Context: an optimization exercise on an open-source flow, tuned for a short achievable clock period and few clock cycles per item. The choices shown serve that exercise and are no tape-out recipe.

Design pulse_peak_rate_detector_core, start of the top module:
module pulse_peak_rate_detector_core #(
    parameter int RING_DEPTH = 10
) (
    input  logic                               aclk,
    input  logic                               aresetn,
    input  logic                               s_valid,
    output logic                               s_ready,
    input  logic [pprd_pkg::SAMPLE_W-1:0]      s_sample,
    output logic                               m_valid,
    input  logic                               m_ready,
    output logic [pprd_pkg::RATE_W-1:0]        m_rate,
    output logic [1:0]                         m_event_res,
    output logic [pprd_pkg::SAMPLE_W-1:0]      m_extreme_value,
    output logic                               m_falling_phase,
    input  logic                               cfg_wr_en,
    input  logic [pprd_pkg::CFG_IDX_W-1:0]     cfg_index,
    input  logic [pprd_pkg::CFG_DATA_W-1:0]    cfg_wdata
);
    localparam int SW        = pprd_pkg::SAMPLE_W;
    localparam int PW        = pprd_pkg::POS_W;
    localparam int RW        = pprd_pkg::RATE_W;
    localparam int ADDR_W    = $clog2(RING_DEPTH);
    localparam int COUNT_MAX = RING_DEPTH + 2;
    localparam int CNT_W     = $clog2(RING_DEPTH + 3);
    localparam int Q_W       = 5;                
    localparam int Q_N       = 1 << Q_W;
    localparam int E_W       = 3;                
    localparam int E_N       = 1 << E_W;
    localparam int R_W       = 2;                
    localparam int R_N       = 1 << R_W;
    localparam int UNTRACKED = 5;
    localparam int UNTRACKED_MAX = 3;
    logic [pprd_pkg::HYST_W-1:0] hyst_reg;
    logic [pprd_pkg::SPM_W-1:0]  spm_reg;
    logic [RW-1:0]               num3_reg, num10_reg;
    always_ff @(posedge aclk) begin
        if (!aresetn) begin
            hyst_reg <= pprd_pkg::HYST_RESET;
            spm_reg  <= pprd_pkg::SPM_RESET;
        end else if (cfg_wr_en) begin
  ...
Size in the first run: about 1500 flip-flops, ~87 I/O pins, about 68000 um2 of cells after synthesis.
clock: 7.5 ns
lec_check: 0
abc_clock_period_in_ps: 2000
cap_margin: 20
core_margin: 2
core_utilization: 60
place_density: 0.7
setup_slack_margin: 5
slew_margin: 20
tns_end_percent: 100
run.sh (not shown) runs the stock make flow with config.mk's settings and CLKGATE_MAP_FILE= SYNTH_SCRIPT=/design/flow/synth_recipe.tcl, a recipe that flattens the netlist after the stock synthesis.
Next try:
--- a/flow/design.v
+++ b/flow/design.v
@@ -385,28 +385,22 @@
         .DEPTH   (RING_DEPTH),
         .ADDR_W  (ADDR_W)
     ) u_ring (
         .aclk    (aclk),
         .wr_en   (t_v && t_ev == pprd_pkg::EV_MAX),
         .wr_addr (t_ptr),
         .wr_data (max_pos_reg),
         .entries (ring)
     );
-    logic [RW:0]   span_reg;
-    logic [RW:0]   span_lo;
-    logic [PW-RW-1:0] mp_hi, src_hi;
-    assign span_lo = {1'b0, max_pos_reg[RW-1:0]} - {1'b0, src_reg[RW-1:0]};
-    assign mp_hi   = max_pos_reg[PW-1:RW];
-    assign src_hi  = src_reg[PW-1:RW];
+    logic [PW-1:0] span_reg;
     always_ff @(posedge aclk) begin
         src_reg  <= quick_next ? ring[pprd_pkg::QUICK_ENTRY*PW +: PW] : ring[ptr_reg*PW +: PW];
-        span_reg <= {span_lo[RW] ? (mp_hi != src_hi + (PW-RW)'(1)) : (mp_hi != src_hi),
-                     span_lo[RW-1:0]};
+        span_reg <= max_pos_reg - src_reg;
     end
     logic [1:0]     q_ev    [Q_N];
     logic           q_fall  [Q_N];
     logic           q_rated [Q_N];
     logic [Q_W-1:0] q_wr, q_rd;
     logic [Q_W:0]   q_cnt;
     always_ff @(posedge aclk) begin
         if (t_v) begin
             q_ev[q_wr]    <= t_ev;
@@ -418,19 +412,19 @@
     logic [E_W-1:0] e_wr, e_rd;
     logic [E_W:0]   e_cnt;
     always_ff @(posedge aclk) begin
         if (t_v && t_event) begin
             e_val[e_wr] <= (t_ev == pprd_pkg::EV_MAX) ? min_reg : max_reg;
         end
     end
     logic t_req;
     assign t_req = t_v && t_rated;
-    logic [RW:0]    r_span  [R_N];
+    logic [PW-1:0]  r_span  [R_N];
     logic           r_quick [R_N];
     logic [RW-1:0]  r_rate  [R_N];
     logic [R_N-1:0] r_req;       
     logic [R_N-1:0] r_done;      
     logic [R_W-1:0] r_wr, r_div, r_cur, r_rd;
     logic [R_W:0]   r_cnt;       
     logic           div_start, div_busy, div_fin;
     logic           d_quick;
     logic [RW-1:0]  div_quo;
@@ -453,19 +447,19 @@
     end
     pprd_divider #(
         .N       (RW)
     ) u_div (
         .aclk    (aclk),
         .aresetn (aresetn),
         .start   (div_start),
         .num_norm (d_quick ? norm3_reg : norm10_reg),
         .nlen    (d_quick ? len3_reg : len10_reg),
-        .den     (PW'(div_slot ? r_span[r_div] : span_reg)),
+        .den     (div_slot ? r_span[r_div] : span_reg),
         .busy    (div_busy),
         .fin     (div_fin),
         .quo     (div_quo)
     );
     logic          m_valid_reg;
     logic          m_idle_reg;       
     logic          h_v;
     logic [1:0]    h_ev;
     logic          h_event;
@@ -527,49 +521,33 @@
             r_done      <= '0;
             total_reg   <= '0;
             m_valid_reg <= 1'b0;
             m_idle_reg  <= 1'b1;
             s_ready_reg <= 1'b1;
             s_busy_reg  <= 1'b0;
         end else begin
             if (t_v) q_wr <= q_wr + Q_W'(1);
             if (h_load && q_any) q_rd <= q_rd + Q_W'(1);
-            unique case ({t_v, h_load && q_any})
-                2'b10:   q_cnt <= q_cnt + (Q_W+1)'(1);
-                2'b01:   q_cnt <= q_cnt - (Q_W+1)'(1);
-                default: ;
-            endcase
+            q_cnt <= q_cnt + (Q_W+1)'(t_v) - (Q_W+1)'(h_load && q_any);
             if (t_v && t_event) e_wr <= e_wr + E_W'(1);
             if (load_out && h_event) e_rd <= e_rd + E_W'(1);
-            unique case ({b_v && is_event, load_out && h_event})
-                2'b10:   e_cnt <= e_cnt + (E_W+1)'(1);
-                2'b01:   e_cnt <= e_cnt - (E_W+1)'(1);
-                default: ;
-            endcase
+            e_cnt <= e_cnt + (E_W+1)'(b_v && is_event) - (E_W+1)'(load_out && h_event);
             if (t_req) r_wr <= r_wr + R_W'(1);
             if (div_start) r_div <= r_div + R_W'(1);
             if (load_out && h_rated) r_rd <= r_rd + R_W'(1);
-            unique case ({b_v && rated, load_out && h_rated})
-                2'b10:   r_cnt <= r_cnt + (R_W+1)'(1);
-                2'b01:   r_cnt <= r_cnt - (R_W+1)'(1);
-                default: ;
-            endcase
+            r_cnt <= r_cnt + (R_W+1)'(b_v && rated) - (R_W+1)'(load_out && h_rated);
             for (int i = 0; i < R_N; i++) begin
                 if (t_req && r_wr == R_W'(i) && !(div_direct && !div_busy)) r_req[i] <= 1'b1;
                 else if (div_start && r_div == R_W'(i)) r_req[i] <= 1'b0;
                 if (div_fin && r_cur == R_W'(i)) r_done[i] <= 1'b1;
                 else if (load_out && h_rated && r_rd == R_W'(i)) r_done[i] <= 1'b0;
             end
-            unique case ({acc, pop})
-                2'b10:   total_reg <= total_reg + (Q_W+1)'(1);
-                2'b01:   total_reg <= total_reg - (Q_W+1)'(1);
-                default: ;
-            endcase
+            total_reg <= total_reg + (Q_W+1)'(acc) - (Q_W+1)'(pop);
             if (load_out) begin
                 m_valid_reg <= 1'b1;
                 m_idle_reg  <= 1'b0;
             end else if (m_ready) begin
                 m_valid_reg <= 1'b0;
                 m_idle_reg  <= 1'b1;
             end
             s_ready_reg <= (total_reg <= (Q_W+1)'(Q_N - 2))
                         && (e_cnt <= (E_W+1)'(E_N - UNTRACKED))
Cell area rose by 2.4%.
Fmax went up by 8.2%.
Via count came out higher by 1.5%.
Non-clock buffer count stays the same.
Final cell count came out higher by 1.6%.
Count of clock-buffer cells in the layout came out higher by 9.
Worst hold slack gets worse by 0.0055 ns.
Synthesized cell count is higher by 1.6%.
Clock skew is about the same.
Flip-flop and latch count increases by 50.
Wire length came out higher by 4.2%.
Global-route usage increases by 0.41 points.
No functional check of the RTL was part of any run of this note.

[what the ideal ports hide]
How much do the figures lean on ideal ports? The routed layouts below were timed once more, with nothing changed but the port constraints. Step 1, drivers: a clkbuf_16 drives aclk and a buf_2 each remaining input, both assumed. Step 2, shift: input delay + t, output delay - t, t = (earliest + latest rising clock arrival at the registers) / 2. This alone moves slack from input paths to output paths. Three values: no drivers, after step 1, after step 2; two values: the first two.
| run | t, ns | setup WS [ns] | latest minus earliest clock arrival (ns) |
|---|---|---|---|
| the first run | 0.839 | 4.512 / 4.512 / 3.870 | 0.030 / 0.029 |
| the second run | 0.845 | 4.738 / 4.678 / 4.088 | 0.037 / 0.037 |
After both steps setup and hold are still met in every run listed. For the second run, which loses most, drivers alone change the setup slack by -0.060 ns; drivers and shift together by -0.650 ns.
